What follows belongs to an exercise in optimizing a design on an open flow for a short achievable clock period and few clock cycles; a production flow would make more cautious choices. Function was checked by simulation only, so behaviour that the tests miss may differ from the original. Power is estimated from default activity; no workload was simulated.

==> flow/design.v <==
package msi_ordering_pkg;
  localparam int NUM_VECTORS = 32;
  localparam int VEC_W       = 5;
  localparam int DATA_W      = 32;
  localparam int AXI_ADDR_W  = 36;
  localparam int AXI_ID_W    = 4;
  typedef logic [VEC_W-1:0]      vec_t;
  typedef logic [DATA_W-1:0]     msi_data_t;
  typedef logic [DATA_W/8-1:0]   byte_en_t;
  typedef logic [AXI_ADDR_W-1:0] axi_addr_t;
  typedef logic [7:0]            pend_cnt_t;
  typedef struct packed {
    vec_t      vec;
    msi_data_t data;
    byte_en_t  byte_en;
  } msi_req_t;
  typedef struct packed {
    vec_t      vec;
    msi_data_t data;
  } gic_msg_t;
  typedef struct packed {
    logic [AXI_ID_W-1:0] id;
    axi_addr_t           addr;
    logic [7:0]          len;
    logic [2:0]          prot;
  } aw_beat_t;
  typedef struct packed {
    logic [AXI_ID_W-1:0] id;
    logic [1:0]          resp;
  } b_beat_t;
endpackage
`timescale 1ns/1ps
module sync_fifo #(
  parameter int DEPTH = 16
 ,parameter int WIDTH = 8
) (
  input  logic             clk
 ,input  logic             rst
 ,input  logic             push
 ,input  logic             pop
 ,input  logic [WIDTH-1:0] wr_data
 ,output logic [WIDTH-1:0] head
 ,output logic [WIDTH-1:0] second
 ,output logic [$clog2(DEPTH+1)-1:0] count
 ,output logic [$clog2(DEPTH+1)-1:0] count_next
 ,output logic             nonempty
 ,output logic             one
 ,output logic             full
);
  localparam int CNT_W = $clog2(DEPTH + 1);
  logic [WIDTH-1:0] mem [DEPTH];
  assign head   = mem[0];
  assign second = mem[1];
  always_comb begin
    count_next = count;
    if (push & ~pop) begin
      count_next = count + CNT_W'(1);
    end else if (pop & ~push) begin
      count_next = count - CNT_W'(1);
    end
  end
  always_ff @(posedge clk) begin
    if (rst) begin
      count    <= '0;
      nonempty <= 1'b0;
      one      <= 1'b0;
      full     <= 1'b0;
    end else begin
      count    <= count_next;
      nonempty <= (count_next != '0);
      one      <= (count_next == CNT_W'(1));
      full     <= (count_next == CNT_W'(DEPTH));
    end
  end
  always_ff @(posedge clk) begin
    for (int i = 0; i < DEPTH; i++) begin
      if (push & (pop ? (count == CNT_W'(i + 1)) : (count == CNT_W'(i)))) begin
        mem[i] <= wr_data;
      end else if (pop & (i < DEPTH - 1) & (count > CNT_W'(i + 1))) begin
        mem[i] <= mem[(i < DEPTH - 1) ? i + 1 : i];
      end
    end
  end
endmodule
`timescale 1ns/1ps
module wrt_xor2 (input logic a, input logic b, output logic y);
  assign y = a ^ b;
endmodule
module wrt_nor2 (input logic a, input logic b, output logic y);
  assign y = ~(a | b);
endmodule
module wrt_nand2 (input logic a, input logic b, output logic y);
  assign y = ~(a & b);
endmodule
module wrt_o21a (input logic a1, input logic a2, input logic b, output logic y);
  assign y = (a1 | a2) & b;
endmodule
module write_response_tracker (
  input  logic [30:0] addr_hi
 ,input  logic [30:0] base_hi
 ,input  logic [4:0]  addr_lo
 ,output logic [4:0]  out_addr_lo
);
  logic [31:0] ne1;    
  logic [15:0] eq2;    
  logic [7:0]  ne4;    
  logic [3:0]  eq8;    
  logic [1:0]  ne16;   
  for (genvar i = 0; i < 31; i++) begin : g_x
    wrt_xor2 u (.a(addr_hi[i]), .b(base_hi[i]), .y(ne1[i]));
  end
  assign ne1[31] = 1'b0;
  for (genvar i = 0; i < 16; i++) begin : g_e2
    wrt_nor2 u (.a(ne1[2*i]), .b(ne1[2*i+1]), .y(eq2[i]));
  end
  for (genvar i = 0; i < 8; i++) begin : g_n4
    wrt_nand2 u (.a(eq2[2*i]), .b(eq2[2*i+1]), .y(ne4[i]));
  end
  for (genvar i = 0; i < 4; i++) begin : g_e8
    wrt_nor2 u (.a(ne4[2*i]), .b(ne4[2*i+1]), .y(eq8[i]));
  end
  for (genvar i = 0; i < 2; i++) begin : g_n16
    wrt_nand2 u (.a(eq8[2*i]), .b(eq8[2*i+1]), .y(ne16[i]));
  end
  for (genvar i = 0; i < 5; i++) begin : g_out
    wrt_o21a u (.a1(ne16[0]), .a2(ne16[1]), .b(addr_lo[i]), .y(out_addr_lo[i]));
  end
endmodule
`timescale 1ns/1ps
module msi_ordering_bridge (
  input  logic        clk
 ,input  logic        rst
 ,input  logic        msi_valid
 ,input  logic [4:0]  msi_vec
 ,input  logic [31:0] msi_data
 ,input  logic [3:0]  msi_be
 ,output logic        msi_ready
 ,output logic        gic_valid
 ,output logic [4:0]  gic_vec
 ,output logic [31:0] gic_data
 ,input  logic        gic_ready
 ,output logic        flush_valid
 ,output logic [35:0] flush_addr
 ,input  logic        flush_ready
 ,input  logic        in_aw_valid
 ,input  logic [3:0]  in_aw_id
 ,input  logic [35:0] in_aw_addr
 ,input  logic [7:0]  in_aw_len
 ,input  logic [2:0]  in_aw_prot
 ,output logic        in_aw_ready
 ,output logic        out_aw_valid
 ,output logic [3:0]  out_aw_id
 ,output logic [35:0] out_aw_addr
 ,output logic [7:0]  out_aw_len
 ,output logic [2:0]  out_aw_prot
 ,input  logic        out_aw_ready
 ,input  logic        out_b_valid
 ,input  logic [3:0]  out_b_id
 ,input  logic [1:0]  out_b_resp
 ,output logic        out_b_ready
 ,output logic        in_b_valid
 ,output logic [3:0]  in_b_id
 ,output logic [1:0]  in_b_resp
 ,input  logic        in_b_ready
 ,input  logic [35:0] csr_flush_base
);
  localparam int FD    = 2;
  localparam int OD    = 48;
  localparam int TD    = 32;
  localparam int FBMAX = 32;
  localparam int FC_W = $clog2(FD + 1);
  localparam int OC_W = $clog2(OD + 1);
  localparam int TC_W = $clog2(TD + 1);
  localparam int DC_W = $clog2(FBMAX + 1);
  logic        msi_ready_q;
  logic        msi_acc;
  logic [31:0] masked;
  logic [31:0] tbl [32];
  assign msi_ready = msi_ready_q;
  assign msi_acc   = msi_valid & msi_ready_q;
  always_comb begin
    for (int i = 0; i < 4; i++) begin
      masked[8*i +: 8] = msi_be[i] ? msi_data[8*i +: 8] : 8'h00;
    end
  end
  always_ff @(posedge clk) begin
    for (int v = 0; v < 32; v++) begin
      if (msi_acc & (msi_vec == 5'(v))) begin
        tbl[v] <= masked;
      end
    end
  end
  logic [30:0]     fq_head;
  logic [30:0]     fq_second;
  logic [FC_W-1:0] fq_cnt;
  logic [FC_W-1:0] fq_cnt_next;
  logic            fq_nonempty;
  logic            fq_one;
  logic            fq_full;
  logic            flush_pop;
  assign flush_valid = fq_nonempty;
  assign flush_addr  = {fq_head, 5'b0};
  assign flush_pop   = fq_nonempty & flush_ready;
  sync_fifo #(
    .DEPTH (FD)
   ,.WIDTH (31)
  ) flush_fifo_i (
    .clk        (clk)
   ,.rst        (rst)
   ,.push       (msi_acc)
   ,.pop        (flush_pop)
   ,.wr_data    (csr_flush_base[35:5])
   ,.head       (fq_head)
   ,.second     (fq_second)
   ,.count      (fq_cnt)
   ,.count_next (fq_cnt_next)
   ,.nonempty   (fq_nonempty)
   ,.one        (fq_one)
   ,.full       (fq_full)
  );
  logic [4:0]      oq_head;
  logic [4:0]      oq_second;
  logic [OC_W-1:0] oq_cnt;
  logic [OC_W-1:0] oq_cnt_next;
  logic            oq_nonempty;
  logic            oq_one;
  logic            oq_full;
  logic            gic_valid_q;
  logic            gic_pop;
  assign gic_valid = gic_valid_q;
  assign gic_vec   = oq_head;
  assign gic_pop   = gic_valid_q & gic_ready;
  sync_fifo #(
    .DEPTH (OD)
   ,.WIDTH (5)
  ) order_fifo_i (
    .clk        (clk)
   ,.rst        (rst)
   ,.push       (msi_acc)
   ,.pop        (gic_pop)
   ,.wr_data    (msi_vec)
   ,.head       (oq_head)
   ,.second     (oq_second)
   ,.count      (oq_cnt)
   ,.count_next (oq_cnt_next)
   ,.nonempty   (oq_nonempty)
   ,.one        (oq_one)
   ,.full       (oq_full)
  );
  logic            aw_block;
  logic            aw_fire;
  logic            b_fire;
  logic            fbk_fire;
  logic [7:0]      aw_idx;
  logic [7:0]      b_idx;
  logic [4:0]      out_aw_addr_lo;
  write_response_tracker strip_i (
    .addr_hi     (in_aw_addr[35:5])
   ,.base_hi     (csr_flush_base[35:5])
   ,.addr_lo     (in_aw_addr[4:0])
   ,.out_addr_lo (out_aw_addr_lo)
  );
  assign out_aw_valid = in_aw_valid & ~aw_block;
  assign in_aw_ready  = out_aw_ready & ~aw_block;
  assign out_aw_id    = in_aw_id;
  assign out_aw_len   = in_aw_len;
  assign out_aw_prot  = in_aw_prot;
  assign out_aw_addr  = {in_aw_addr[35:5], out_aw_addr_lo};
  assign in_b_valid  = out_b_valid;
  assign in_b_id     = out_b_id;
  assign in_b_resp   = out_b_resp;
  assign out_b_ready = in_b_ready;
  assign aw_fire  = in_aw_valid & out_aw_ready & ~aw_block;
  assign b_fire   = out_b_valid & in_b_ready;
  logic        aw_fire_q;
  logic [30:0] aw_addr_q;
  logic [30:0] aw_base_q;
  logic [7:0]  aw_tag_q;
  always_ff @(posedge clk) begin
    if (rst) begin
      aw_fire_q <= 1'b0;
    end else begin
      aw_fire_q <= aw_fire;
    end
    aw_addr_q <= in_aw_addr[35:5];
    aw_base_q <= csr_flush_base[35:5];
    aw_tag_q  <= aw_idx;
  end
  assign fbk_fire = aw_fire_q & (aw_addr_q == aw_base_q);
  logic [7:0]      tq_head;
  logic [7:0]      tq_second;
  logic [TC_W-1:0] tq_cnt;
  logic [TC_W-1:0] tq_cnt_next;
  logic            tq_nonempty;
  logic            tq_one;
  logic            tq_full;
  logic            tq_pop;
  logic            fbk_now;
  logic            tq_push;
  assign tq_pop  = b_fire & tq_nonempty & (tq_head == b_idx);
  assign fbk_now = b_fire & ~tq_nonempty & fbk_fire & (aw_tag_q == b_idx);
  assign tq_push = fbk_fire & ~fbk_now;
  sync_fifo #(
    .DEPTH (TD)
   ,.WIDTH (8)
  ) tag_fifo_i (
    .clk        (clk)
   ,.rst        (rst)
   ,.push       (tq_push)
   ,.pop        (tq_pop)
   ,.wr_data    (aw_tag_q)
   ,.head       (tq_head)
   ,.second     (tq_second)
   ,.count      (tq_cnt)
   ,.count_next (tq_cnt_next)
   ,.nonempty   (tq_nonempty)
   ,.one        (tq_one)
   ,.full       (tq_full)
  );
  logic [DC_W-1:0] done_cnt;
  logic [DC_W-1:0] done_next;
  logic [DC_W-1:0] fb_cnt;
  logic [DC_W-1:0] fb_cnt_next;
  always_comb begin
    fb_cnt_next = fb_cnt;
    if (fbk_fire & ~gic_pop) begin
      fb_cnt_next = fb_cnt + DC_W'(1);
    end else if (gic_pop & ~fbk_fire) begin
      fb_cnt_next = fb_cnt - DC_W'(1);
    end
  end
  always_comb begin
    done_next = done_cnt;
    if ((tq_pop | fbk_now) & ~gic_pop) begin
      done_next = done_cnt + DC_W'(1);
    end else if (gic_pop & ~(tq_pop | fbk_now)) begin
      done_next = done_cnt - DC_W'(1);
    end
  end
  logic [31:0] gic_data_q;
  logic [4:0]  next_vec;
  logic        next_new;
  logic [31:0] next_data;
  assign gic_data = gic_data_q;
  assign next_vec  = gic_pop ? oq_second : oq_head;
  assign next_new  = gic_pop ? oq_one : ~oq_nonempty;
  assign next_data = (next_new | (msi_acc & (msi_vec == next_vec))) ? masked : tbl[next_vec];
  always_ff @(posedge clk) begin
    if (rst) begin
      msi_ready_q <= 1'b1;
      gic_valid_q <= 1'b0;
      gic_data_q  <= '0;
      aw_block    <= 1'b0;
      aw_idx      <= '0;
      b_idx       <= '0;
      done_cnt    <= '0;
      fb_cnt      <= '0;
    end else begin
      msi_ready_q <= (fq_cnt_next != FC_W'(FD)) & (oq_cnt_next != OC_W'(OD));
      gic_valid_q <= (oq_cnt_next != '0) & (done_next != '0);
      gic_data_q  <= next_data;
      fb_cnt      <= fb_cnt_next;
      aw_block    <= fb_cnt_next >= DC_W'(FBMAX - 2);
      if (aw_fire) begin
        aw_idx <= aw_idx + 8'd1;
      end
      if (b_fire) begin
        b_idx <= b_idx + 8'd1;
      end
      done_cnt <= done_next;
    end
  end
endmodule
Settings: LEC_CHECK=0, CAP_MARGIN=20, CORE_MARGIN=2, CORE_UTILIZATION=55, SETUP_SLACK_MARGIN=4.0, SLEW_MARGIN=20, SYNTH_HIERARCHICAL=1; clock period 7.0 ns.
run.sh (not shown) runs the stock make flow with config.mk's settings and CLKGATE_MAP_FILE= SYNTH_SCRIPT=/design/flow/synth_recipe.tcl, a recipe that flattens the netlist after the stock synthesis.
Testbench counts at the start, summed over its fixed seeds: cycles 9,422.
Edit:
--- a/flow/design.v
+++ b/flow/design.v
@@ -82,49 +82,49 @@
     end
   end
 endmodule
 `timescale 1ns/1ps
-module wrt_xor2 (input logic a, input logic b, output logic y);
-  assign y = a ^ b;
+module wrt_xnor2 (input logic a, input logic b, output logic y);
+  assign y = ~(a ^ b);
 endmodule
 module wrt_nor2 (input logic a, input logic b, output logic y);
   assign y = ~(a | b);
 endmodule
 module wrt_nand2 (input logic a, input logic b, output logic y);
   assign y = ~(a & b);
 endmodule
-module wrt_o21a (input logic a1, input logic a2, input logic b, output logic y);
-  assign y = (a1 | a2) & b;
+module wrt_a21boi (input logic a1, input logic a2, input logic b1_n, output logic y);
+  assign y = ~(a1 & a2) & b1_n;
 endmodule
 module write_response_tracker (
   input  logic [30:0] addr_hi
  ,input  logic [30:0] base_hi
  ,input  logic [4:0]  addr_lo
  ,output logic [4:0]  out_addr_lo
 );
-  logic [31:0] ne1;    
-  logic [15:0] eq2;    
-  logic [7:0]  ne4;    
-  logic [3:0]  eq8;    
-  logic [1:0]  ne16;   
+  logic [31:0] eq1;    
+  logic [15:0] ne2;    
+  logic [7:0]  eq4;    
+  logic [3:0]  ne8;    
   for (genvar i = 0; i < 31; i++) begin : g_x
-    wrt_xor2 u (.a(addr_hi[i]), .b(base_hi[i]), .y(ne1[i]));
+    wrt_xnor2 u (.a(addr_hi[i]), .b(base_hi[i]), .y(eq1[i]));
   end
-  assign ne1[31] = 1'b0;
-  for (genvar i = 0; i < 16; i++) begin : g_e2
-    wrt_nor2 u (.a(ne1[2*i]), .b(ne1[2*i+1]), .y(eq2[i]));
-  end
-  for (genvar i = 0; i < 8; i++) begin : g_n4
-    wrt_nand2 u (.a(eq2[2*i]), .b(eq2[2*i+1]), .y(ne4[i]));
-  end
-  for (genvar i = 0; i < 4; i++) begin : g_e8
-    wrt_nor2 u (.a(ne4[2*i]), .b(ne4[2*i+1]), .y(eq8[i]));
-  end
-  for (genvar i = 0; i < 2; i++) begin : g_n16
-    wrt_nand2 u (.a(eq8[2*i]), .b(eq8[2*i+1]), .y(ne16[i]));
-  end
-  for (genvar i = 0; i < 5; i++) begin : g_out
-    wrt_o21a u (.a1(ne16[0]), .a2(ne16[1]), .b(addr_lo[i]), .y(out_addr_lo[i]));
+  assign eq1[31] = 1'b1;
+  for (genvar i = 0; i < 16; i++) begin : g_n2
+    wrt_nand2 u (.a(eq1[2*i]), .b(eq1[2*i+1]), .y(ne2[i]));
+  end
+  for (genvar i = 0; i < 8; i++) begin : g_e4
+    wrt_nor2 u (.a(ne2[2*i]), .b(ne2[2*i+1]), .y(eq4[i]));
+  end
+  for (genvar i = 0; i < 4; i++) begin : g_n8
+    wrt_nand2 u (.a(eq4[2*i]), .b(eq4[2*i+1]), .y(ne8[i]));
+  end
+  for (genvar j = 0; j < 5; j++) begin : g_out
+    logic eq16_a;
+    logic eq16_b;
+    wrt_nor2 u_a (.a(ne8[0]), .b(ne8[1]), .y(eq16_a));
+    wrt_nor2 u_b (.a(ne8[2]), .b(ne8[3]), .y(eq16_b));
+    wrt_a21boi u (.a1(eq16_a), .a2(eq16_b), .b1_n(addr_lo[j]), .y(out_addr_lo[j]));
   end
 endmodule
 `timescale 1ns/1ps
 module msi_ordering_bridge (
What happened: Via count grows slightly. Cell count grows slightly. Count of clock-buffer cells in the layout shrinks by 8. Routed wire length shrinks slightly. Die area stays flat. Power shrinks slightly. Synthesized area barely changes. Worst hold slack gets better by 15 ps. Non-clock buffer count grows by 39. Synthesized cell count barely changes. Cell area grows slightly. Clock skew grows by 8.9 ps.
Testbench counts after the change, summed over its fixed seeds: cycles 9,422.

[afterwards: timing with drivers on the ports]
The results above use ideal ports. As a check the final layouts listed here were re-extracted and re-timed, cells and wires unchanged. Step 1 (the two cells are an assumption about what drives the block):
set clk [get_ports {clk}]
set_driving_cell -lib_cell sky130_fd_sc_hd__clkbuf_16 $clk
set_driving_cell -lib_cell sky130_fd_sc_hd__buf_2 [delete_from_list [all_inputs] $clk]
Step 2 also shifts input and output timing later by t, the mid clock arrival at the registers, as if the neighbouring blocks saw the same clock. Slacks: no drivers / after step 1 / after step 2; pairs: no drivers / after step 1.
| run | t (ns) | setup slack, ns | worst setup path after step 2 |
|---|---|---|---|
| the first run | 0.894 | 3.123 / 3.079 / 2.976 | input to register |
| the second run | 0.889 | 3.177 / 3.137 / 3.013 | input to register |
After both steps every run listed still meets setup and hold. For the second run, which loses most, drivers alone change the setup slack by -0.040 ns; drivers and shift together by -0.164 ns.
